From an optimization exercise on the open Yosys and OpenROAD flow, aimed at small area, a short achievable clock period and few clock cycles per item; shortcuts taken in it are not production practice. Function was checked by simulation only, so behaviour that the tests miss may differ from the original.

**config.mk**
```make
export PLATFORM = sky130hd
export DESIGN_NAME = divider_top
export DESIGN_NICKNAME = divider_top
export VERILOG_FILES = /design/flow/design.v
export SDC_FILE = /design/flow/constraint.sdc
export NUM_CORES = 4
export LEC_CHECK = 0
export ABC_AREA = 1
export CAP_MARGIN = 20
export CORE_MARGIN = 2
export CORE_UTILIZATION = 60
export SLEW_MARGIN = 20
```
**constraint.sdc**
```tcl
create_clock -name core_clock -period 27.0 [get_ports {clk}]
set_input_delay 5.4000 -clock core_clock [delete_from_list [all_inputs] [get_ports {clk}]]
set_output_delay 5.4000 -clock core_clock [all_outputs]
set_load 0.01 [all_outputs]
```
**design.v**
```verilog
`timescale 1ns/1ps
module div_bk_add #(
    parameter int W = 34
) (
    input  logic [W-1:0] a,
    input  logic [W-1:0] b,
    input  logic         cin,
    output logic [W-1:0] sum
);
    logic [W-1:0] p0;
    logic [W-1:0] g;
    logic [W-1:0] p;
    logic [W:0]   c;
    assign p0 = a ^ b;
    always_comb begin
        g = a & b;
        p = p0;
        g[0] = g[0] | (p[0] & cin);
        for (int l = 1; l < W; l = l * 2) begin
            for (int i = 0; i < W; i++) begin
                if ((i / l) % 2 == 1) begin
                    g[i] = g[i] | (p[i] & g[(i / l) * l - 1]);
                    p[i] = p[i] & p[(i / l) * l - 1];
                end
            end
        end
        c[0] = cin;
        for (int i = 0; i < W; i++)
            c[i+1] = g[i];
    end
    assign sum = p0 ^ c[W-1:0];
endmodule
`timescale 1ns/1ps
module divider_top (
    input  logic        clk,
    input  logic        rst_n,
    input  logic [31:0] op1,
    input  logic [31:0] op2,
    input  logic [2:0]  funct3,
    input  logic        start,
    input  logic        ack,
    output logic [31:0] result,
    output logic        done
);
    localparam logic [1:0] S_IDLE = 2'd0;
    localparam logic [1:0] S_PREP = 2'd1;
    localparam logic [1:0] S_ITER = 2'd2;
    localparam logic [1:0] S_FIX  = 2'd3;
    logic [1:0]  st_q;
    logic [31:0] r_q;       
    logic [31:0] t_q;       
    logic [31:0] q_q;       
    logic [3:0]  cnt_q;     
    logic        rem_q;     
    logic        sgn_q;     
    logic        neg_q;     
    assign result = q_q;
    logic        sa, sb;
    logic [31:0] abs_a, abs_b;
    logic [5:0]  lz_a, lz_b;
    logic [5:0]  dlz;
    logic        b_zero, a_short;
    logic [31:0] t_init;
    logic [31:0] fast_val;
    assign sa    = sgn_q & r_q[31];
    assign sb    = sgn_q & t_q[31];
    assign abs_a = sa ? -r_q : r_q;
    assign abs_b = sb ? -t_q : t_q;
    always_comb begin
        lz_a = 6'd32;
        for (int i = 0; i < 32; i++)
            if (abs_a[i]) lz_a = 6'(31 - i);
    end
    always_comb begin
        lz_b = 6'd32;
        for (int i = 0; i < 32; i++)
            if (abs_b[i]) lz_b = 6'(31 - i);
    end
    assign b_zero = (t_q == 32'd0);
    assign dlz    = lz_b - lz_a;
    assign a_short  = lz_a > lz_b;
    assign t_init = abs_b << {dlz[4:1], 1'b0};
    assign fast_val = rem_q ? r_q : {32{b_zero}};
    logic [32:0] d1;
    logic [32:0] s1;
    logic [31:0] r1;
    logic        q1;
    logic [32:0] s2;
    logic [31:0] r2;
    logic        q0;
    assign d1 = {t_q, 1'b0};
    div_bk_add #(.W(33)) u_sub1 (.a({1'b0, r_q}), .b(~d1), .cin(1'b1), .sum(s1));
    assign q1 = ~s1[32] & ~t_q[31];
    assign r1 = q1 ? s1[31:0] : r_q;
    div_bk_add #(.W(33)) u_sub2 (.a({1'b0, r1}), .b(~{1'b0, t_q}), .cin(1'b1), .sum(s2));
    assign q0 = ~s2[32];
    assign r2 = q0 ? s2[31:0] : r1;
    logic [31:0] q_shift;
    assign q_shift = {q_q[29:0], q1, q0};
    logic last;
    assign last = (cnt_q == 4'd0);
    logic accept;
    assign accept = (st_q == S_IDLE) && start;
    always_ff @(posedge clk or negedge rst_n) begin
        if (!rst_n) begin
            st_q <= S_IDLE;
            done <= 1'b0;
        end else begin
            case (st_q)
                S_IDLE: begin
                    if (start) st_q <= S_PREP;
                    done <= done & ~ack;
                end
                S_PREP: begin
                    if (b_zero || a_short) begin
                        st_q <= S_IDLE;
                        done <= 1'b1;
                    end else begin
                        st_q <= S_ITER;
                    end
                end
                S_ITER: begin
                    if (last) begin
                        if (neg_q) begin
                            st_q <= S_FIX;
                        end else begin
                            st_q <= S_IDLE;
                            done <= 1'b1;
                        end
                    end
                end
                default: begin
                    st_q <= S_IDLE;
                    done <= 1'b1;
                end
            endcase
        end
    end
    always_ff @(posedge clk) begin
        case (st_q)
            S_IDLE: begin
                r_q <= op1;
                t_q <= op2;
            end
            S_PREP: begin
                r_q <= abs_a;
                t_q <= t_init;
            end
            default: begin
                r_q <= r2;
                t_q <= {2'b00, t_q[31:2]};
            end
        endcase
        cnt_q <= (st_q == S_PREP) ? dlz[4:1] : cnt_q - 4'd1;
    end
    always_ff @(posedge clk) begin
        if (accept) begin
            rem_q <= funct3[1];
            sgn_q <= ~funct3[0];
        end
        if (st_q == S_PREP) neg_q <= rem_q ? sa : (sa ^ sb);
    end
    always_ff @(posedge clk) begin
        case (st_q)
            S_IDLE: ;
            S_PREP: q_q <= fast_val & {32{b_zero | a_short}};
            S_ITER: q_q <= (last && rem_q) ? r2 : q_shift;
            default: q_q <= -q_q;
        endcase
    end
endmodule
```
**flow/run.sh**
```bash
#!/bin/bash
# Standard layout, with one extra step after placement: the port buffers become
# plain buffers instead of delay buffers, and the resizer sizes the placed
# netlist for a shorter period than the clock asks for (same constraints, a
# larger slack target). Everything else is the standard.sh.
set -euo pipefail
here=$(pwd)
res=$here/orfs/results/sky130hd/divider_top/base

bash standard.sh synth floorplan place > $here/log_1_standard_to_place.txt 2>&1

cp $res/3_place.odb $here/3_place_standard.odb
openroad -no_splash -exit $here/flow/resize.tcl > $here/log_2_resize.txt 2>&1
test -s $res/3_place.odb

bash standard.sh cts route finish > $here/log_3_standard_to_finish.txt 2>&1
test -s $here/out/final.def
```
**flow/resize.tcl**
```tcl
# size the placed design harder, under the design's own constraints
set P $::env(FLOW_HOME)/platforms/sky130hd
set res [pwd]/orfs/results/sky130hd/divider_top/base
read_liberty $P/lib/sky130_fd_sc_hd__tt_025C_1v80.lib
read_db [pwd]/3_place_standard.odb
read_sdc $res/3_place.sdc
source $P/setRC.tcl
set_dont_use {sky130_fd_sc_hd__probe_p_8 sky130_fd_sc_hd__probec_p_8 sky130_fd_sc_hd__lpflow_*
  sky130_fd_sc_hd__clkdlybuf4s* sky130_fd_sc_hd__dlygate* sky130_fd_sc_hd__dlymetal*}
estimate_parasitics -placement
report_worst_slack

# port buffers: plain buffers rather than delay buffers
foreach inst [[ord::get_db_block] getInsts] {
  set n [$inst getName]
  set m [[$inst getMaster] getName]
  if {([string match "input*" $n] || [string match "output*" $n]) && [string match "*clkdlybuf4s*" $m]} {
    replace_cell $n sky130_fd_sc_hd__buf_1
  }
}
estimate_parasitics -placement
report_worst_slack

# resize toward a 6 ns period; the constraints stay those of the design
repair_timing -setup -setup_margin 21.0 -skip_last_gasp
estimate_parasitics -placement
report_worst_slack
report_design_area

detailed_placement
check_placement -verbose
estimate_parasitics -placement
report_worst_slack
write_db $res/3_place.odb
```
**standard.sh**
```bash
#!/bin/bash
# synth_recipe.tcl (not shown) runs the flow's synth.tcl, then flattens the netlist and writes it again
# the make line also repeats each setting of config.mk as NAME=value (left out here)
make -C /OpenROAD-flow-scripts/flow DESIGN_CONFIG=/design/flow/config.mk WORK_HOME=/design/flow/orfs CLKGATE_MAP_FILE= SYNTH_SCRIPT=/design/flow/synth_recipe.tcl "${@:-finish}"
```
==> impl_metrics.yaml, run 1 <==
status:
  status: "finished clean"
grt:
  grtUsageTotal_pct: 36.59
  overflow: 0
  grt_max_degree: 46
  grt_pass1_wl_um: 64360
  grt_pass1_vias: 12728
  antenna_found_initial: 0
floorplan:
  core_area_um2: 20300
  dieArea_um2: 21880
  fp.dieH_um: 147.9
  io_pins: 104
  start_util_pct: 61.23
  rows: 52
  die_x_um: 147.9
timing:
  hold_ws_ns: 0.4732
  finalCritPeriodShare_pct: 23.70
  tightestPinTransition_ns: 1.086
  rsz0062_at_grt: "false"
  finalSetupViolCount: 0
  setup-tns-final_ns: 0
  period_minus_slack_ns: 6.400
  skew_ns: 0.01546
  max_freq_mhz: 156.3
  maxSlewHeadroom_pct: 27.57
  finalHoldViolCount: 0
  maxSlewViolCount: 0
cts:
  cts_buffers: 9
  clockBufferDepth: 2
  htreeDepth: 3
  ctsResizeCount: 0
  postCtsHoldBufs: 0
  postCtsSetupBuffers: 0
  path_clk_slew_ns: 0.09
  cts_sinks: 106
  root_buffer: "clkbuf_16"
  clock_latency_ns: 0.37
  cts_tree: "done"
setup_path:
  worstRegToRegCells: 43
  crit_required_ns: 21.60
  path_depth: 1
  reg2reg_slack_ns: 20.83
  critPathArrivalTime_ns: 1.00
  crit_type: "reg -> out"
  path_cells: "buf_1"
  cp-end-kind: "output port"
  crit_family: "flip-flops"
  critPathMaxFanout: 5
  path_buf_inv: 1
  worstReg2RegStart: "r_q[31]$_DFF_P_"
  reg2reg_to: "t_q[28]$_DFF_P_"
  crit_start: "q_q[30]$_DFFE_PN_"
  slowest_delay_ns: 0.46
  crit_slowest_cell: "edfxtp_1"
  crit_end: "result[30]"
  critPathLaunchType: "flop"
logic_synthesis:
  syn-cell-area_um2: 12430
  synth_area_leaders: "nand2_1 16%, dfxtp_1 11%, edfxtp_1 8.5%, ha_1 8.3%, inv_1 7.4%"
  yosysSeqAreaShare_pct: 20.01
  postSynthAreaPerCell_um2: 6.230
  yosys-top-cells-count: "520 x nand2_1, 244 x inv_1, 148 x nor2_1, 146 x o21ai_0, 117 x a21oi_1"
  ys_seq_elements: 106
  yosysMostFrequentCell: "nand2_1"
  syn-num-nets: 2158
  synth_cells: 1995
  synth_ff_type: "dfxtp_1"
  synth_edf_count: 35
  netlist.area_leader.share_pct: 15.70
  postSynth.asyncResetShare_pct: 2.830
  yosysWarnings: 2
  yosysTopAreaCell: "nand2_1"
  netlist-cell-type-count: 60
worst_hold_path:
  holdCritPathClass: "reg -> reg"
routing:
  viasPerCell: 5.898
  drc: 0
  via_count: 13812
  wl_per_cell_um: 17.19
  drtAntennaViolNets: 0
  drtIter0Drc: 1274
  wl_um: 40250
  drtPass1Iterations: 6
place:
  place_area_um2: 13630
  gp_congestion: 1.003
  port_buffers: 102
  dp_hpwl_um: 31000
cells_and_area:
  post-route-util_pct: 66.31
  n_antenna_cell: 0
  nets: 2230
  fill_cells: 2025
  drive_gt1_share_pct: 5.598
  fin_area_um2: 13460
  syn_to_final_growth_pct: 8.295
run:
  maxCapViolCount: 0
[cell families after synthesis]
family	Yosys count	synth area share, %
simple gates	849	29.27
compound gates	507	23.55
buf+inv	349	10.73
flops	106	20.01
fa+ha+maj	92	9.865
xor+xnor	89	6.332
mux	3	0.2416
[layer usage]
metal	share of wire [%]	vias up	global-route usage [%]
met5	0	-	0
met4	3.3	0	13.33
met3	9.8	85	4.043
met2	44	651	58.93
met1	43	6294	50.87
li1	-	6782	-
[sequential cells by signal, indices dropped and copies added (netlist names), named ones only]
name,cells
cnt_q,4
done,1
neg_q,1
q_q,31
r_q,32
rem_q,1
sgn_q,1
st_q,2
t_q,32
[cells in the final DEF, fill, tap and decap left out, drive strengths merged, types with 9 or more instances in the layout]
master,Yosys,routed
nand2,526,527
inv,268,268
o21ai,243,243
nor2,158,158
buf,23,135
a21oi,119,119
nand3,88,88
ha,82,82
xor2,71,71
dfxtp,68,68
a22oi,50,50
edfxtp,35,35
nor3,29,29
o211ai,21,21
a31oi,21,21
nand4,19,19
xnor2,18,18
o221ai,13,13
o21bai,11,11
fa,10,10
clkbuf,54,10
o21a,9,9
[cell type report]
type	instances	area (µm²)	share of cell area, %
well taps	270	337.8	2.510
clock buffers	10	229.0	1.701
flip-flops and latches	106	2487	18.48
repair inverters	2	12.51	0.09295
multi-input cells	1541	8682	64.50
repair buffers	135	600.6	4.462
inverters	272	1036	7.697
clock inverters	6	75.07	0.5577
[metrics by stage]
stage / std cells / setup WS, ns
after global routing: 2342 / 20.36
final: 2342 / 20.60
after detailed placement: 2308 / 20.06
after CTS: 2341 / 20.61
after floorplan: 1995 / 21.12
after global placement: 2308 / 20.12
[worst min-delay path by stage]
stage / depth (start not counted) / end / startpoint
floorplan: 1 / cnt_q[0]$_DFF_P_ / cnt_q[0]$_DFF_P_
global placement: 1 / cnt_q[0]$_DFF_P_ / cnt_q[0]$_DFF_P_
detailed placement: 1 / cnt_q[0]$_DFF_P_ / cnt_q[0]$_DFF_P_
CTS: 1 / cnt_q[0]$_DFF_P_ / cnt_q[0]$_DFF_P_
global route: 1 / cnt_q[0]$_DFF_P_ / cnt_q[0]$_DFF_P_
finish: 1 / cnt_q[0]$_DFF_P_ / cnt_q[0]$_DFF_P_
Testbench counts, summed over its fixed seeds: cycles 156,157, items 32,000.
==> run 2: changes to the inputs <==
--- a/config.mk
+++ b/config.mk
@@ -9,4 +9,4 @@
 export CAP_MARGIN = 20
 export CORE_MARGIN = 2
-export CORE_UTILIZATION = 60
+export CORE_UTILIZATION = 50
 export SLEW_MARGIN = 20
==> run 2 against run 1 <==
Global-route usage down 4.8 points. Non-clock buffer count up 2. First-iteration DRC count is 14% lower. Worst setup slack improved by 0.0043 ns. Clock skew up 0.0016 ns. Sequential share of layout area is essentially flat. Worst hold slack better by 0.024 ns. Area after synthesis is the same. Routed wire length grew 4.6%. Utilization down 11 points. Highest routed layer unchanged.
==> impl_metrics.yaml, run 2 <==
status:
  status: "finished clean"
routing:
  wl_per_cell_um: 17.57
  drtIter0Drc: 1095
  wl_um: 42110
  drtPass1Iterations: 5
  drtAntennaViolNets: 0
  viasPerCell: 5.641
  drc: 0
  via_count: 13522
logic_synthesis:
  yosysSeqAreaShare_pct: 20.01
  postSynthAreaPerCell_um2: 6.230
  ys_seq_elements: 106
  syn-num-nets: 2158
  yosysWarnings: 2
  synth_cells: 1995
  yosys-top-cells-count: "520 x nand2_1, 244 x inv_1, 148 x nor2_1, 146 x o21ai_0, 117 x a21oi_1"
  netlist-cell-type-count: 60
  postSynth.asyncResetShare_pct: 2.830
  netlist.area_leader.share_pct: 15.70
  yosysTopAreaCell: "nand2_1"
  syn-cell-area_um2: 12430
  synth_edf_count: 35
  yosysMostFrequentCell: "nand2_1"
  synth_area_leaders: "nand2_1 16%, dfxtp_1 11%, edfxtp_1 8.5%, ha_1 8.3%, inv_1 7.4%"
  synth_ff_type: "dfxtp_1"
cts:
  root_buffer: "clkbuf_16"
  htreeDepth: 3
  clockBufferDepth: 2
  cts_tree: "done"
  ctsResizeCount: 0
  clock_latency_ns: 0.38
  cts_buffers: 9
  postCtsSetupBuffers: 0
  path_clk_slew_ns: 0.08
  cts_sinks: 106
  postCtsHoldBufs: 0
grt:
  grtUsageTotal_pct: 31.76
  groute.layer.met3.usage_pct: 3.218
  grt_use_met2_pct: 50.97
  grt_max_degree: 48
  busiest_layer: "met2"
  overflow: 0
  grt_pass1_wl_um: 65890
  use_met1_pct: 45.17
  antenna_found_initial: 0
  grt_pass1_vias: 12506
worst_hold_path:
  holdCritPathClass: "reg -> reg"
  worstHoldStart: "done$_DFFE_PN0P_"
  holdPathStages: 1
  hold_path_end: "done$_DFFE_PN0P_"
cells_and_area:
  mostFrequentLayoutCells: "517 x nand2_1, 241 x inv_1, 146 x nor2_1"
  register_area_um2: 2487
  reg_top3: "r_q (32), t_q (32), q_q (31)"
  multiInputGateArea_um2: 8651
  post-route-util_pct: 55.27
  syn_to_final_growth_pct: 8.466
  fill_cells: 2591
  nets: 2231
  n_antenna_cell: 0
  final_common_cell: "nand2_1"
  drive_gt1_share_pct: 5.548
floorplan:
  io_pins: 104
  fp.dieH_um: 161.7
  core_area_um2: 24390
  rows: 57
  start_util_pct: 50.96
  dieArea_um2: 26140
  die_x_um: 161.7
setup_path:
  crit_slowest_cell: "edfxtp_1"
  worstRegToRegCells: 48
  slowest_delay_ns: 0.46
  path_cells: "buf_1"
  crit_type: "reg -> out"
  crit_required_ns: 21.60
  critPathLaunchType: "flop"
  cp-end-kind: "output port"
  worstReg2RegStart: "sgn_q$_DFFE_PP_"
  path_buf_inv: 1
  reg2reg_slack_ns: 20.87
  crit_family: "flip-flops"
  critPathArrivalTime_ns: 1.00
  critPathMaxFanout: 5
  reg2reg_to: "t_q[28]$_DFF_P_"
timing:
  skew_ns: 0.01704
  rsz0062_at_grt: "false"
  maxSlewViolCount: 0
  hold_ws_ns: 0.4972
  tightestPinTransition_ns: 1.175
  maxSlewHeadroom_pct: 21.68
  finalSetupViolCount: 0
  finalHoldViolCount: 0
  setup-tns-final_ns: 0
  period_minus_slack_ns: 6.396
  max_freq_mhz: 156.4
  finalCritPeriodShare_pct: 23.69
place:
  dp_hpwl_um: 32670
  port_buffers: 102
  gp_congestion: 0.9330
run:
  maxCapViolCount: 0
[run 2: final cells by class]
cell class | instances | area share, %
well taps | 324 | 3.007
inverters | 272 | 7.703
multi-input cells | 1540 | 64.17
repair buffers | 137 | 4.455
repair inverters | 2 | 0.09281
clock buffers | 10 | 1.698
clock inverters | 6 | 0.4269
flip-flops and latches | 106 | 18.45
[run 2: per-layer routing]
layer	up-vias	wire (µm)
li1	6786	-
met1	6184	19660
met2	494	18450
met3	58	2915
met4	0	1077
met5	-	0
[run 2: stage by stage]
step           setup WS, ns  std cells  area (µm²)
2_1_floorplan         21.12       1995       12430
3_3_place_gp          20.14       2360       13680
3_5_place_dp          20.05       2360       13680
4_1_cts               20.60       2397       13480
5_1_grt               20.18       2397       13480
6_report              20.60       2397       13480
[run 2: worst reg2reg max path: cells and delay by family, from the launching register on]
family                     cells  cell delay, ns
and+or+nand+nor               35            2.40
buffers and inverters          6            1.58
AOI/OAI and AO/OA              5            0.89
adders and majority gates      2            0.63
DFF                            1            0.48
[run 2: how the worst max path moves through the flow]
stage	from	end	cells after the start
2_1_floorplan	q_q[6]$_DFFE_PN_	result[6]	0
3_3_place_gp	t_q[2]$_DFF_P_	q_q[6]$_DFFE_PN_	37
3_5_place_dp	t_q[2]$_DFF_P_	q_q[4]$_DFFE_PN_	39
4_1_cts	q_q[7]$_DFFE_PN_	result[7]	1
5_1_grt	t_q[24]$_DFF_P_	q_q[4]$_DFFE_PN_	42
6_report	q_q[7]$_DFFE_PN_	result[7]	1
[run 2: logic make-up after synthesis]
kind of cell,after synthesis,synth area share [%]
XOR/XNOR,89,6.332
AND/OR/NAND/NOR,849,29.27
multiplexers,3,0.2416
buffers and inverters,349,10.73
adder cells (fa/ha/maj),92,9.865
AO/OA/AOI/OAI,507,23.55
flip-flops,106,20.01
==> run 3: changes to the inputs <==
--- a/design.v
+++ b/design.v
@@ -82,4 +82,15 @@
     assign t_init = abs_b << {dlz[4:1], 1'b0};
     assign fast_val = rem_q ? r_q : {32{b_zero}};
+    logic        z24, z16, z8;    
+    logic        n24, n16, n8;    
+    logic        plain_i, short_i;
+    assign z24 = ~|op1[31:24];
+    assign z16 = z24 & ~|op1[23:16];
+    assign z8  = z16 & ~|op1[15:8];
+    assign n24 = |op2[31:24];
+    assign n16 = n24 | (|op2[23:16]);
+    assign n8  = n16 | (|op2[15:8]);
+    assign plain_i = funct3[0] | ~(op1[31] | op2[31]);
+    assign short_i = plain_i & ((z24 & n24) | (z16 & n16) | (z8 & n8));
     logic [32:0] d1;
     logic [32:0] s1;
@@ -109,6 +120,10 @@
             case (st_q)
                 S_IDLE: begin
-                    if (start) st_q <= S_PREP;
-                    done <= done & ~ack;
+                    if (start) begin
+                        st_q <= short_i ? S_IDLE : S_PREP;
+                        done <= short_i;
+                    end else begin
+                        done <= done & ~ack;
+                    end
                 end
                 S_PREP: begin
@@ -163,5 +178,5 @@
     always_ff @(posedge clk) begin
         case (st_q)
-            S_IDLE: ;
+            S_IDLE: if (!done || ack) q_q <= op1 & {32{funct3[1]}};
             S_PREP: q_q <= fast_val & {32{b_zero | a_short}};
             S_ITER: q_q <= (last && rem_q) ? r2 : q_shift;
--- a/config.mk
+++ b/config.mk
@@ -9,4 +9,4 @@
 export CAP_MARGIN = 20
 export CORE_MARGIN = 2
-export CORE_UTILIZATION = 50
+export CORE_UTILIZATION = 40
 export SLEW_MARGIN = 20
==> run 3 against run 2 <==
Maximum frequency shrank 2.9%. Routed wire length increased by 18%. Worst hold slack lost 0.039 ns. Area after synthesis rose by 6.5%. First-iteration DRC count up 32%. Worst setup slack worse by 0.19 ns. Critical path type is now in -> reg.
==> impl_metrics.yaml, run 3 <==
timing:
  period_minus_slack_ns: 6.589
  maxSlewViolCount: 0
  max_freq_mhz: 151.8
  finalSetupViolCount: 0
  tightestPinTransition_ns: 1.151
  rsz0062_at_grt: "false"
  hold_ws_ns: 0.4578
  finalHoldViolCount: 0
  skew_ns: 0.02100
  finalCritPeriodShare_pct: 24.40
  setup-tns-final_ns: 0
  maxSlewHeadroom_pct: 23.24
setup_path:
  cp-end-kind: "flop"
  crit_top_cell: "nand3_1"
  crit_slowest_cell: "nor4_2"
  critPathMaxFanout: 2
  critPathLaunchType: "input pin"
  slowest_delay_ns: 0.30
  crit_type: "in -> reg"
  path_buf_inv: 1
  path_cells: "buf_1, nor4_2, nand2_1, nand3_1, nand3_1, nand3_1, nand3_2, o2111ai_2, nand2_1, o21ai_1, o21ai_1"
  critPathArrivalTime_ns: 6.85
  crit_required_ns: 27.26
  crit_family: "simple AND/OR/NAND/NOR gates"
cts:
  cts_tree: "done"
  clock_latency_ns: 0.38
  postCtsHoldBufs: 0
  path_clk_slew_ns: 0.09
  htreeDepth: 3
  postCtsSetupBuffers: 0
  cts_sinks: 106
  cts_buffers: 9
  clockBufferDepth: 2
  root_buffer: "clkbuf_16"
  ctsResizeCount: 0
logic_synthesis:
  synth_area_leaders: "nand2_1 16%, dfxtp_1 10%, edfxtp_1 7.9%, ha_1 7.4%, inv_1 7.2%"
  synth_edf_count: 35
  syn-cell-area_um2: 13240
  syn-num-nets: 2300
  yosys-top-cells-count: "580 x nand2_1, 254 x inv_1, 184 x nand3_1, 155 x nor2_1, 138 x o21ai_0"
  postSynthAreaPerCell_um2: 6.182
  netlist.area_leader.share_pct: 16.45
  synth_top_family_by_area: "simple AND/OR/NAND/NOR gates"
  netlist-cell-type-count: 65
  yosysMostFrequentCell: "nand2_1"
  yosysTopAreaCell: "nand2_1"
  synth_xor_area_share_pct: 6.267
  synth_compound_area_share_pct: 20.40
  postSynth.asyncResetShare_pct: 2.830
  synth_fa_ha_area_share_pct: 8.886
  yosysSeqAreaShare_pct: 18.79
  yosysWarnings: 2
  synth_cells: 2141
  synth_ff_type: "dfxtp_1"
  yosys.area_share.simple_pct: 35.16
  ys_seq_elements: 106
  yosys-mux-area-fraction_pct: 0.07562
floorplan:
  io_pins: 104
  dieArea_um2: 34560
  fp.dieH_um: 185.9
  rows: 66
  die_x_um: 185.9
  core_area_um2: 32540
  start_util_pct: 40.68
routing:
  viasPerCell: 5.578
  drtPass1Iterations: 6
  via_count: 14909
  drtIter0Drc: 1440
  drtAntennaViolNets: 0
  drc: 0
  wl_per_cell_um: 18.53
  wl_um: 49540
grt:
  grt_pass1_wl_um: 76470
  grt_pass1_vias: 13672
  antenna_found_initial: 0
  grtUsageTotal_pct: 28.55
  overflow: 0
  grt_max_degree: 87
cells_and_area:
  mostFrequentLayoutCells: "579 x nand2_1, 249 x inv_1, 181 x nand3_1"
  fill_cells: 3571
  nets: 2385
  syn_to_final_growth_pct: 10.51
  drive_gt1_share_pct: 7.216
  reg_top3: "r_q (32), t_q (32), q_q (31)"
  final_common_cell: "nand2_1"
  n_antenna_cell: 0
status:
  status: "finished clean"
place:
  dp_hpwl_um: 38700
  port_buffers: 102
  gp_congestion: 0.9987
run:
  maxCapViolCount: 0
worst_hold_path:
  holdCritPathClass: "reg -> reg"
run 3: cell types whose count changed after synthesis, sizes merged, moves of 8 or more:
| cell | change |
|---|---|
| nor4 | +17 |
| or2 | +14 |
| nand2 | +65 |
| nor2 | +8 |
| a31oi | +11 |
| o21ai | -74 |
| a21oi | +9 |
| o211ai | +13 |
| a22oi | -24 |
| nand3 | +102 |
run 3: kinds of logic after synthesis:
kind of cell / count (synthesis)
xor+xnor: 93
fa+ha+maj: 88
mux: 1
buf+inv: 351
simple gates: 1054
flops: 106
compound gates: 448
run 3: worst register-to-register path, delay by kind of cell (launching register included):
kind	cells	cell delay, ns
adder cells (fa/ha/maj)	2	0.80
AND/OR/NAND/NOR	26	2.60
buffers and inverters	5	1.07
flip-flops	1	0.42
AO/OA/AOI/OAI	6	1.00
run 3: layout make-up:
| class | count | area (µm²) | area share [%] |
|---|---|---|---|
| inverters | 268 | 1022 | 6.988 |
| repair buffers | 157 | 797.0 | 5.449 |
| flip-flops and latches | 106 | 2487 | 17.00 |
| clock buffers | 10 | 229.0 | 1.565 |
| well taps | 442 | 553.0 | 3.781 |
| clock inverters | 6 | 61.31 | 0.4191 |
| multi-input cells | 1684 | 9478 | 64.79 |
run 3: metal layers:
layer  vias up  track usage (%)  share of wire, %
met1      6867            40.46                45
met2       651            45.37                44
li1       7312                -                 -
met5         -                0                 0
met3        79            3.209               8.1
met4         0            8.567               2.8
run 3: worst paths after layout:
check | slack, ns | depth (start not counted) | endpoint | start
worst max register to register | 20.84 | 39 | q_q[2]$_DFFE_PP_ | t_q[2]$_DFF_P_
worst min register to register | 0.46 | 1 | cnt_q[0]$_DFF_P_ | cnt_q[0]$_DFF_P_
max in group asynchronous | 21.99 | 1 | st_q[0]$_DFFE_PN0P_ | rst_n
worst min-delay path | 0.46 | 1 | cnt_q[0]$_DFF_P_ | cnt_q[0]$_DFF_P_
worst max-delay path | 20.41 | 11 | done$_DFFE_PN0P_ | op2[15]
min in group asynchronous | 4.83 | 1 | done$_DFFE_PN0P_ | rst_n
run 3: through the flow:
step                      utilization [%]  std cells  setup slack, ns  cell area (µm²)
after floorplan                         -       2141            20.44            13240
after global routing                44.96       2673            20.28            14630
final                               44.96       2673            20.41            14630
after detailed placement            44.97       2623            19.25            14630
after global placement              44.89       2622            19.21            14610
after CTS                           44.91       2672            20.42            14610
Testbench counts of run 3, summed over its fixed seeds: cycles 148,629, items 32,000.
==> run 4: changes to the inputs <==
--- a/design.v
+++ b/design.v
@@ -82,15 +82,22 @@
     assign t_init = abs_b << {dlz[4:1], 1'b0};
     assign fast_val = rem_q ? r_q : {32{b_zero}};
-    logic        z24, z16, z8;    
-    logic        n24, n16, n8;    
-    logic        plain_i, short_i;
-    assign z24 = ~|op1[31:24];
-    assign z16 = z24 & ~|op1[23:16];
-    assign z8  = z16 & ~|op1[15:8];
-    assign n24 = |op2[31:24];
-    assign n16 = n24 | (|op2[23:16]);
-    assign n8  = n16 | (|op2[15:8]);
+    logic [7:0] nz_a, nz_b;
+    logic [7:0] hi_a;           
+    logic       plain_i, short_i;
+    always_comb begin
+        for (int g = 0; g < 8; g++) begin
+            nz_a[g] = |op1[4*g +: 4];
+            nz_b[g] = |op2[4*g +: 4];
+        end
+    end
+    always_comb begin
+        logic [7:0] x;
+        x = nz_a;
+        for (int k = 1; k < 8; k = k * 2)
+            x = x | (x >> k);
+        hi_a = x;
+    end
     assign plain_i = funct3[0] | ~(op1[31] | op2[31]);
-    assign short_i = plain_i & ((z24 & n24) | (z16 & n16) | (z8 & n8));
+    assign short_i = plain_i & (|(nz_b & ~hi_a));
     logic [32:0] d1;
     logic [32:0] s1;
==> run 4 against run 3 <==
Via count down 1.7%. Worst setup slack worse by 0.39 ns. Sequential cell count unchanged. Clock skew down 0.010 ns. Worst hold slack better by 0.0060 ns. Design area up 0.11%. Critical path type unchanged.
==> impl_metrics.yaml, run 4 <==
timing:
  setup-tns-final_ns: 0
  tightestPinTransition_ns: 1.098
  finalCritPeriodShare_pct: 25.85
  period_minus_slack_ns: 6.981
  skew_ns: 0.01082
  max_freq_mhz: 143.3
  finalSetupViolCount: 0
  hold_ws_ns: 0.4638
  finalHoldViolCount: 0
  maxSlewHeadroom_pct: 26.72
  worst_slack_ns: 20.02
  rsz0062_at_grt: "false"
  maxSlewViolCount: 0
floorplan:
  io_pins: 104
  core_area_um2: 32370
  fp.dieH_um: 184.9
  start_util_pct: 40.41
  dieArea_um2: 34170
  die_x_um: 184.9
  rows: 66
logic_synthesis:
  postSynth.asyncResetShare_pct: 2.830
  yosysTopAreaCell: "nand2_1"
  postSynthAreaPerCell_um2: 6.139
  synth_ff_type: "dfxtp_1"
  syn-num-nets: 2290
  syn-cell-area_um2: 13080
  synth_area_leaders: "nand2_1 16%, dfxtp_1 10%, inv_1 8.1%, edfxtp_1 8.0%, ha_1 7.5%"
  netlist.area_leader.share_pct: 15.87
  ys_seq_elements: 106
  synth_cells: 2131
  yosys-top-cells-count: "553 x nand2_1, 283 x inv_1, 179 x o21ai_0, 171 x nand3_1, 146 x nor2_1"
  yosysSeqAreaShare_pct: 19.01
  yosysWarnings: 2
  synth_edf_count: 35
  yosysMostFrequentCell: "nand2_1"
  netlist-cell-type-count: 59
cells_and_area:
  syn_to_final_growth_pct: 11.94
  drive_gt1_share_pct: 6.784
  final_common_cell: "nand2_1"
  reg_top3: "r_q (32), t_q (32), q_q (31)"
  post-route-util_pct: 45.24
  n_antenna_cell: 0
  mostFrequentLayoutCells: "551 x nand2_1, 277 x inv_1, 175 x o21ai_0"
  nets: 2365
setup_path:
  worstRegToRegCells: 35
  path_buf_inv: 2
  cp-end-kind: "flop"
  path_cells: "buf_1, inv_1, nand3_1, o21ai_1, a21oi_2, o21ai_1, nand2_1, a31oi_2, o21ai_1, nand3_2, o211ai_1, nand2_1, nor2_1, nor3_1"
  critPathArrivalTime_ns: 7.23
  critPathMaxFanout: 2
  crit_required_ns: 27.25
  crit_top_cell: "o21ai_1"
  critPathLaunchType: "input pin"
  crit_type: "in -> reg"
  crit_slowest_cell: "buf_1"
  crit_family: "simple AND/OR/NAND/NOR gates"
  path_depth: 14
  slowest_delay_ns: 0.21
worst_hold_path:
  holdPathStages: 1
  holdCritPathClass: "reg -> reg"
cts:
  postCtsHoldBufs: 0
  cts_sinks: 106
  ctsResizeCount: 0
  htreeDepth: 3
  path_clk_slew_ns: 0.08
  clockBufferDepth: 2
  clock_latency_ns: 0.37
  cts_buffers: 9
  postCtsSetupBuffers: 0
  root_buffer: "clkbuf_16"
  cts_tree: "done"
run:
  maxCapViolCount: 0
place:
  dp_slack_ns: 18.88
  dp_hpwl_um: 37950
  gp_congestion: 0.9796
  port_buffers: 102
grt:
  grtUsageTotal_pct: 28.58
  grt_pass1_vias: 13770
  antenna_found_initial: 0
  grt_max_degree: 50
  overflow: 0
  grt_pass1_wl_um: 75880
routing:
  drtIter0Drc: 1477
  drc: 0
  drtPass1Iterations: 5
  wl_per_cell_um: 18.39
  via_count: 14658
  viasPerCell: 5.525
  drtAntennaViolNets: 0
  wl_um: 48780
status:
  status: "finished clean"
-- run 4: worst paths after layout --
kind	from	end	slack, ns
min in group asynchronous	rst_n	done$_DFFE_PN0P_	4.84
worst max-delay path	op1[2]	done$_DFFE_PN0P_	20.02
worst min register to register	cnt_q[0]$_DFF_P_	cnt_q[0]$_DFF_P_	0.46
worst max register to register	t_q[8]$_DFF_P_	q_q[18]$_DFFE_PP_	20.74
max in group asynchronous	rst_n	st_q[1]$_DFFE_PN0P_	21.96
worst min-delay path	cnt_q[0]$_DFF_P_	cnt_q[0]$_DFF_P_	0.46
-- run 4: layer usage --
layer  wire (µm)  track usage (%)
met1       22870            40.36
met2       21710            46.44
met3        3140            2.753
met4        1063            7.714
met5           0                0
-- run 4: logic make-up after synthesis --
kind of cell             Yosys count  synth area share [%]
AND/OR/NAND/NOR                  998                 33.38
flip-flops                       106                 19.01
adder cells (fa/ha/maj)           88                 8.990
buffers and inverters            374                 11.05
multiplexers                       3                0.2295
AO/OA/AOI/OAI                    464                 20.67
XOR/XNOR                          98                 6.676
-- run 4: worst register-to-register path, delay by kind of cell, from the launching register on --
kind / cells / cell delay [ns]
compound gates: 6 / 1.49
fa+ha+maj: 2 / 0.75
buf+inv: 3 / 0.53
flops: 1 / 0.54
simple gates: 24 / 2.71
-- run 4: per-stage QoR --
| step | area, µm² | instances |
|---|---|---|
| global route | 14640 | 2653 |
| global placement | 14440 | 2607 |
| detailed placement | 14440 | 2607 |
| finish | 14640 | 2653 |
| floorplan | 13080 | 2131 |
| CTS | 14640 | 2653 |
-- run 4: layout make-up --
cell class / instances / area [µm²]
repair buffers: 144 / 745.7
flip-flops and latches: 106 / 2490
inverters: 290 / 1107
clock buffers: 12 / 236.5
fillers: 3509 / 17730
multi-input cells: 1652 / 9442
clock inverters: 4 / 52.55
repair inverters: 3 / 17.52
well taps: 442 / 553.0
Testbench counts of run 4, summed over its fixed seeds: cycles 147,214, items 32,000.
==> run 5: changes to the inputs <==
--- a/design.v
+++ b/design.v
@@ -82,22 +82,4 @@
     assign t_init = abs_b << {dlz[4:1], 1'b0};
     assign fast_val = rem_q ? r_q : {32{b_zero}};
-    logic [7:0] nz_a, nz_b;
-    logic [7:0] hi_a;           
-    logic       plain_i, short_i;
-    always_comb begin
-        for (int g = 0; g < 8; g++) begin
-            nz_a[g] = |op1[4*g +: 4];
-            nz_b[g] = |op2[4*g +: 4];
-        end
-    end
-    always_comb begin
-        logic [7:0] x;
-        x = nz_a;
-        for (int k = 1; k < 8; k = k * 2)
-            x = x | (x >> k);
-        hi_a = x;
-    end
-    assign plain_i = funct3[0] | ~(op1[31] | op2[31]);
-    assign short_i = plain_i & (|(nz_b & ~hi_a));
     logic [32:0] d1;
     logic [32:0] s1;
@@ -127,10 +109,6 @@
             case (st_q)
                 S_IDLE: begin
-                    if (start) begin
-                        st_q <= short_i ? S_IDLE : S_PREP;
-                        done <= short_i;
-                    end else begin
-                        done <= done & ~ack;
-                    end
+                    if (start) st_q <= S_PREP;
+                    done <= done & ~ack;
                 end
                 S_PREP: begin
@@ -185,5 +163,5 @@
     always_ff @(posedge clk) begin
         case (st_q)
-            S_IDLE: if (!done || ack) q_q <= op1 & {32{funct3[1]}};
+            S_IDLE: ;
             S_PREP: q_q <= fast_val & {32{b_zero | a_short}};
             S_ITER: q_q <= (last && rem_q) ? r2 : q_shift;
--- a/flow/resize.tcl
+++ b/flow/resize.tcl
@@ -22,4 +22,28 @@
 report_worst_slack
 
+# the result flip-flops see only their port buffer and one more buffer that
+# carries their other loads, so they reach the outputs sooner
+set block [ord::get_db_block]
+set k 0
+foreach inst [$block getInsts] {
+  set n [$inst getName]
+  if {![string match "output*" $n]} continue
+  set in_net [[$inst findITerm A] getNet]
+  set loads {}
+  foreach it [$in_net getITerms] {
+    if {[$it isOutputSignal]} continue
+    set ii [$it getInst]
+    if {[$ii getName] eq $n} continue
+    lappend loads "[$ii getName]/[[$it getMTerm] getName]"
+  }
+  if {[llength $loads] > 1} {
+    insert_buffer -buffer_cell sky130_fd_sc_hd__buf_1 -net [$in_net getName] -load_pins $loads -buffer_name split_out_$k
+    incr k
+  }
+}
+puts "split $k result nets"
+estimate_parasitics -placement
+report_worst_slack
+
 # resize toward a 6 ns period; the constraints stay those of the design
 repair_timing -setup -setup_margin 21.0 -skip_last_gasp
==> run 5 against run 4 <==
Still clean. Die area down 4.9%. First-iteration DRC count down 17%. Sequential share of layout area up 1.3 points. Worst hold slack better by 0.011 ns. Synthesized cell count down 6.4%. Clock skew up 0.0030 ns. Non-clock buffer count up 5. Cell count down 6.5%. Critical endpoint is now result[1].
==> impl_metrics.yaml, run 5 <==
setup_path:
  worstRegToRegCells: 46
  crit_required_ns: 21.60
  critPathMaxFanout: 2
  reg2reg_slack_ns: 20.82
  path_cells: "buf_1"
  cp-end-kind: "output port"
  crit_slowest_cell: "edfxtp_1"
  worstReg2RegStart: "sgn_q$_DFFE_PP_"
  critPathArrivalTime_ns: 0.97
  reg2reg_to: "t_q[21]$_DFF_P_"
  crit_type: "reg -> out"
  critPathLaunchType: "flop"
  path_buf_inv: 1
  crit_family: "flip-flops"
  slowest_delay_ns: 0.44
timing:
  finalSetupViolCount: 0
  tightestPinTransition_ns: 1.109
  max_freq_mhz: 157.1
  finalCritPeriodShare_pct: 23.58
  finalHoldViolCount: 0
  rsz0062_at_grt: "false"
  maxSlewHeadroom_pct: 25.98
  maxSlewViolCount: 0
  period_minus_slack_ns: 6.367
  skew_ns: 0.01382
  setup-tns-final_ns: 0
cts:
  cts_buffers: 9
  clockBufferDepth: 2
  root_buffer: "clkbuf_16"
  clock_latency_ns: 0.37
  postCtsSetupBuffers: 0
  cts_sinks: 106
  ctsResizeCount: 0
  path_clk_slew_ns: 0.09
  cts_tree: "done"
  postCtsHoldBufs: 0
  htreeDepth: 3
grt:
  use_met1_pct: 36.43
  busiest_layer: "met2"
  grt_pass1_wl_um: 66700
  grt_pass1_vias: 12577
  grtUsageTotal_pct: 25.32
  grt_max_degree: 68
  overflow: 0
  groute.layer.met3.usage_pct: 3.133
  grt_use_met2_pct: 40.15
  antenna_found_initial: 0
routing:
  viasPerCell: 5.446
  wl_per_cell_um: 16.82
  drtAntennaViolNets: 0
  drtIter0Drc: 1226
  wl_um: 41730
  drc: 0
  via_count: 13507
  drtPass1Iterations: 5
logic_synthesis:
  syn-num-nets: 2158
  yosysSeqAreaShare_pct: 20.01
  postSynthAreaPerCell_um2: 6.230
  yosys-top-cells-count: "520 x nand2_1, 244 x inv_1, 148 x nor2_1, 146 x o21ai_0, 117 x a21oi_1"
  synth_ff_type: "dfxtp_1"
  yosysTopAreaCell: "nand2_1"
  synth_area_leaders: "nand2_1 16%, dfxtp_1 11%, edfxtp_1 8.5%, ha_1 8.3%, inv_1 7.4%"
  ys_seq_elements: 106
  yosysWarnings: 2
  yosysMostFrequentCell: "nand2_1"
  netlist.area_leader.share_pct: 15.70
  syn-cell-area_um2: 12430
  netlist-cell-type-count: 60
  postSynth.asyncResetShare_pct: 2.830
  synth_edf_count: 35
  synth_cells: 1995
status:
  status: "finished clean"
worst_hold_path:
  holdPathStages: 1
  holdCritPathClass: "reg -> reg"
  worstHoldStart: "cnt_q[0]$_DFF_P_"
  hold_path_end: "cnt_q[0]$_DFF_P_"
place:
  gp_congestion: 0.9358
  dp_hpwl_um: 32290
  port_buffers: 102
  place_area_um2: 13770
cells_and_area:
  n_antenna_cell: 0
  fin_area_um2: 13620
  final_common_cell: "nand2_1"
  drive_gt1_share_pct: 5.470
  reg_top3: "r_q (32), t_q (32), q_q (31)"
  syn_to_final_growth_pct: 9.563
  mostFrequentLayoutCells: "518 x nand2_1, 242 x inv_1, 146 x nor2_1"
  nets: 2242
floorplan:
  start_util_pct: 40.63
  io_pins: 104
  fp.dieH_um: 180.3
  rows: 64
  dieArea_um2: 32500
  core_area_um2: 30590
  die_x_um: 180.3
run:
  maxCapViolCount: 0
run 5: cells by family (layout without fill, tap and decap cells):
group	after synthesis	in the layout	synth area share, %
XOR/XNOR	89	89	6.332
buffers and inverters	349	438	10.73
AO/OA/AOI/OAI	507	507	23.55
multiplexers	3	3	0.2416
AND/OR/NAND/NOR	849	849	29.27
adder cells (fa/ha/maj)	92	92	9.865
flip-flops	106	106	20.01
run 5: routing by layer:
metal | wire length, µm | up-vias
met4 | 798 | 0
met3 | 2797 | 56
met2 | 18310 | 473
met5 | 0 | -
met1 | 19820 | 6181
li1 | - | 6797
run 5: area by class of cell:
type | instances | area (µm²)
repair buffers | 149 | 643.1
multi-input cells | 1540 | 8662
clock buffers | 10 | 229.0
repair inverters | 1 | 5.005
well taps | 396 | 495.5
fillers | 3323 | 16970
inverters | 272 | 1035
clock inverters | 6 | 61.31
flip-flops and latches | 106 | 2487
run 5: metrics by stage:
| step | instances | setup slack, ns | hold slack (ns) | utilization, % |
|---|---|---|---|---|
| after global placement | 2431 | 20.19 | 0.4600 | 45.02 |
| final | 2480 | 20.63 | 0.4751 | 44.52 |
| after detailed placement | 2431 | 20.09 | 0.4723 | 45.02 |
| after floorplan | 1995 | 21.12 | 0.4345 | - |
| after global routing | 2480 | 20.30 | 0.5167 | 44.52 |
| after CTS | 2480 | 20.62 | 0.4830 | 44.52 |
run 5: how the worst max path moves through the flow:
stage                        end  cells past startpoint  slack [ns]             start
2_1_floorplan          result[6]                      0       21.12  q_q[6]$_DFFE_PN_
3_3_place_gp   q_q[29]$_DFFE_PN_                     41       20.19    t_q[2]$_DFF_P_
3_5_place_dp   q_q[20]$_DFFE_PN_                     39       20.09    t_q[2]$_DFF_P_
4_1_cts                result[0]                      1       20.62              flop
5_1_grt          t_q[17]$_DFF_P_                     46       20.30   sgn_q$_DFFE_PP_
6_report               result[1]                      1       20.63  q_q[1]$_DFFE_PN_
Testbench counts of run 5, summed over its fixed seeds: cycles 156,157, items 32,000.
==> run 6: changes to the inputs <==
--- a/flow/resize.tcl
+++ b/flow/resize.tcl
@@ -46,6 +46,6 @@
 report_worst_slack
 
-# resize toward a 6 ns period; the constraints stay those of the design
-repair_timing -setup -setup_margin 21.0 -skip_last_gasp
+# resize toward a 6.15 ns period; the constraints stay those of the design
+repair_timing -setup -setup_margin 20.85 -skip_last_gasp
 estimate_parasitics -placement
 report_worst_slack
--- a/config.mk
+++ b/config.mk
@@ -9,4 +9,4 @@
 export CAP_MARGIN = 20
 export CORE_MARGIN = 2
-export CORE_UTILIZATION = 40
+export CORE_UTILIZATION = 50
 export SLEW_MARGIN = 20
==> run 6 against run 5 <==
Non-clock buffer count is 4 higher. Synthesized cell count unchanged. Global-route usage up 6.6 points. Register-to-register slack got worse by 0.11 ns. Maximum frequency is essentially flat. Die area fell by 20%. Critical path type unchanged. Critical path depth stayed put.
==> impl_metrics.yaml, run 6 <==
setup_path:
  critPathMaxFanout: 2
  path_depth: 1
  reg2reg_to: "t_q[16]$_DFF_P_"
  worstRegToRegCells: 40
  crit_end: "result[0]"
  slowest_delay_ns: 0.44
  crit_slowest_cell: "edfxtp_1"
  crit_required_ns: 21.60
  cp-end-kind: "output port"
  path_cells: "buf_1"
  reg2reg_slack_ns: 20.71
  worstReg2RegStart: "r_q[31]$_DFF_P_"
  critPathArrivalTime_ns: 0.97
  crit_family: "flip-flops"
  critPathLaunchType: "flop"
  path_buf_inv: 1
  crit_type: "reg -> out"
place:
  dp_slack_ns: 20.05
  dp_hpwl_um: 32670
  gp_congestion: 0.9330
  port_buffers: 102
logic_synthesis:
  synth_cells: 1995
  yosysMostFrequentCell: "nand2_1"
  postSynth.asyncResetShare_pct: 2.830
  synth_ff_type: "dfxtp_1"
  syn-cell-area_um2: 12430
  yosysSeqAreaShare_pct: 20.01
  netlist.area_leader.share_pct: 15.70
  synth_edf_count: 35
  synth_area_leaders: "nand2_1 16%, dfxtp_1 11%, edfxtp_1 8.5%, ha_1 8.3%, inv_1 7.4%"
  ys_seq_elements: 106
  postSynthAreaPerCell_um2: 6.230
  yosys-top-cells-count: "520 x nand2_1, 244 x inv_1, 148 x nor2_1, 146 x o21ai_0, 117 x a21oi_1"
  yosysTopAreaCell: "nand2_1"
  netlist-cell-type-count: 60
  syn-num-nets: 2158
  yosysWarnings: 2
floorplan:
  dieArea_um2: 26140
  die_x_um: 161.7
  start_util_pct: 50.96
  core_area_um2: 24390
  fp.dieH_um: 161.7
  io_pins: 104
  rows: 57
grt:
  grt_pass1_vias: 12619
  grt_max_degree: 48
  overflow: 0
  antenna_found_initial: 0
  grt_pass1_wl_um: 66170
  grtUsageTotal_pct: 31.87
cts:
  path_clk_slew_ns: 0.08
  postCtsHoldBufs: 0
  cts_sinks: 106
  postCtsSetupBuffers: 0
  htreeDepth: 3
  root_buffer: "clkbuf_16"
  clockBufferDepth: 2
  ctsResizeCount: 0
  cts_tree: "done"
  cts_buffers: 9
  clock_latency_ns: 0.38
timing:
  worst_slack_ns: 20.63
  finalCritPeriodShare_pct: 23.59
  max_freq_mhz: 157.0
  finalHoldViolCount: 0
  setup-tns-final_ns: 0
  maxSlewViolCount: 0
  finalSetupViolCount: 0
  period_minus_slack_ns: 6.371
  maxSlewHeadroom_pct: 21.98
  rsz0062_at_grt: "false"
  tightestPinTransition_ns: 1.170
  skew_ns: 0.01799
routing:
  wl_um: 42230
  via_count: 13627
  drtIter0Drc: 1197
  drtPass1Iterations: 7
  wl_per_cell_um: 17.50
  drtAntennaViolNets: 0
  drc: 0
  viasPerCell: 5.647
cells_and_area:
  mostFrequentLayoutCells: "519 x nand2_1, 242 x inv_1, 146 x nor2_1"
  fill_cells: 2592
  final_common_cell: "nand2_1"
  nets: 2247
  reg_top3: "r_q (32), t_q (32), q_q (31)"
  syn_to_final_growth_pct: 8.808
  n_antenna_cell: 0
  drive_gt1_share_pct: 5.314
worst_hold_path:
  holdCritPathClass: "reg -> reg"
  worstHoldStart: "done$_DFFE_PN0P_"
status:
  status: "finished clean"
run:
  maxCapViolCount: 0
run 6: cell counts after synthesis:
Identical to the previous run, type by type.
run 6: how the worst min path moves through the flow:
stage / endpoint / slack, ns / depth (start not counted)
floorplan: cnt_q[0]$_DFF_P_ / 0.43 / 1
global placement: cnt_q[0]$_DFF_P_ / 0.46 / 1
detailed placement: done$_DFFE_PN0P_ / 0.49 / 1
CTS: done$_DFFE_PN0P_ / 0.50 / 1
global route: done$_DFFE_PN0P_ / 0.54 / 1
finish: done$_DFFE_PN0P_ / 0.50 / 1
run 6: cell families after synthesis:
family | after synthesis | share of synthesized area [%]
fa+ha+maj | 92 | 9.865
mux | 3 | 0.2416
compound gates | 507 | 23.55
flops | 106 | 20.01
xor+xnor | 89 | 6.332
buf+inv | 349 | 10.73
simple gates | 849 | 29.27
run 6: metal layers:
metal / track usage (%) / routed length, µm
met1: 45.20 / 19550
met5: 0 / 0
met3: 3.218 / 3135
met2: 51.32 / 18460
met4: 9.735 / 1082
run 6: area by class of cell:
class / instances / area [µm²] / share of cell area [%]
sequential: 106 / 2487 / 18.39
timing repair buffer: 153 / 655.6 / 4.848
clock inverter: 6 / 57.56 / 0.4256
inverter: 272 / 1037 / 7.670
tap: 324 / 405.4 / 2.998
timing repair inverter: 2 / 10.01 / 0.07401
multi-input combinational: 1540 / 8642 / 63.90
clock buffer: 10 / 229.0 / 1.693
run 6: stage by stage:
stage | hold WS (ns) | util [%] | cell area [µm²] | instances
floorplan | 0.4345 | - | 12430 | 1995
global placement | 0.4634 | 56.10 | 13680 | 2360
detailed placement | 0.4864 | 56.10 | 13680 | 2360
CTS | 0.5024 | 55.45 | 13520 | 2413
global route | 0.5410 | 55.45 | 13520 | 2413
finish | 0.4972 | 55.45 | 13520 | 2413

[port drivers added, routing unchanged]
How much do the figures lean on ideal ports? The routed layouts below were timed once more, with nothing changed but the port constraints. Step 1 sets driving cells, clkbuf_16 on the clock port and buf_2 on the other inputs (assumed; they add their load-dependent delay and slew). Step 2 moves the port delays by t, midway between the first and last clock arrival at a register: inputs arrive t later, outputs are due t later. That takes back most of the time a late clock gives input paths. Slacks: ideal ports / drivers / drivers and shift; pairs: ideal ports / drivers.
| run | shift t [ns] | setup WS [ns] | worst hold slack (ns) |
|---|---|---|---|
| run 1 | 0.404 | 20.600 / 20.558 / 20.825 | 0.473 / 0.473 / 0.473 |
| run 2 | 0.410 | 20.604 / 20.562 / 20.871 | 0.497 / 0.497 / 0.497 |
| run 3 | 0.426 | 20.411 / 20.439 / 20.013 | 0.458 / 0.458 / 0.458 |
| run 4 | 0.419 | 20.019 / 20.044 / 19.624 | 0.464 / 0.464 / 0.464 |
| run 5 | 0.419 | 20.633 / 20.579 / 20.824 | 0.475 / 0.475 / 0.475 |
| run 6 | 0.411 | 20.629 / 20.586 / 20.714 | 0.497 / 0.497 / 0.497 |
After both steps every run listed still meets setup and hold. The setup slack of run 3, which loses most, moves by +0.028 ns with the drivers and by -0.398 ns with both steps.
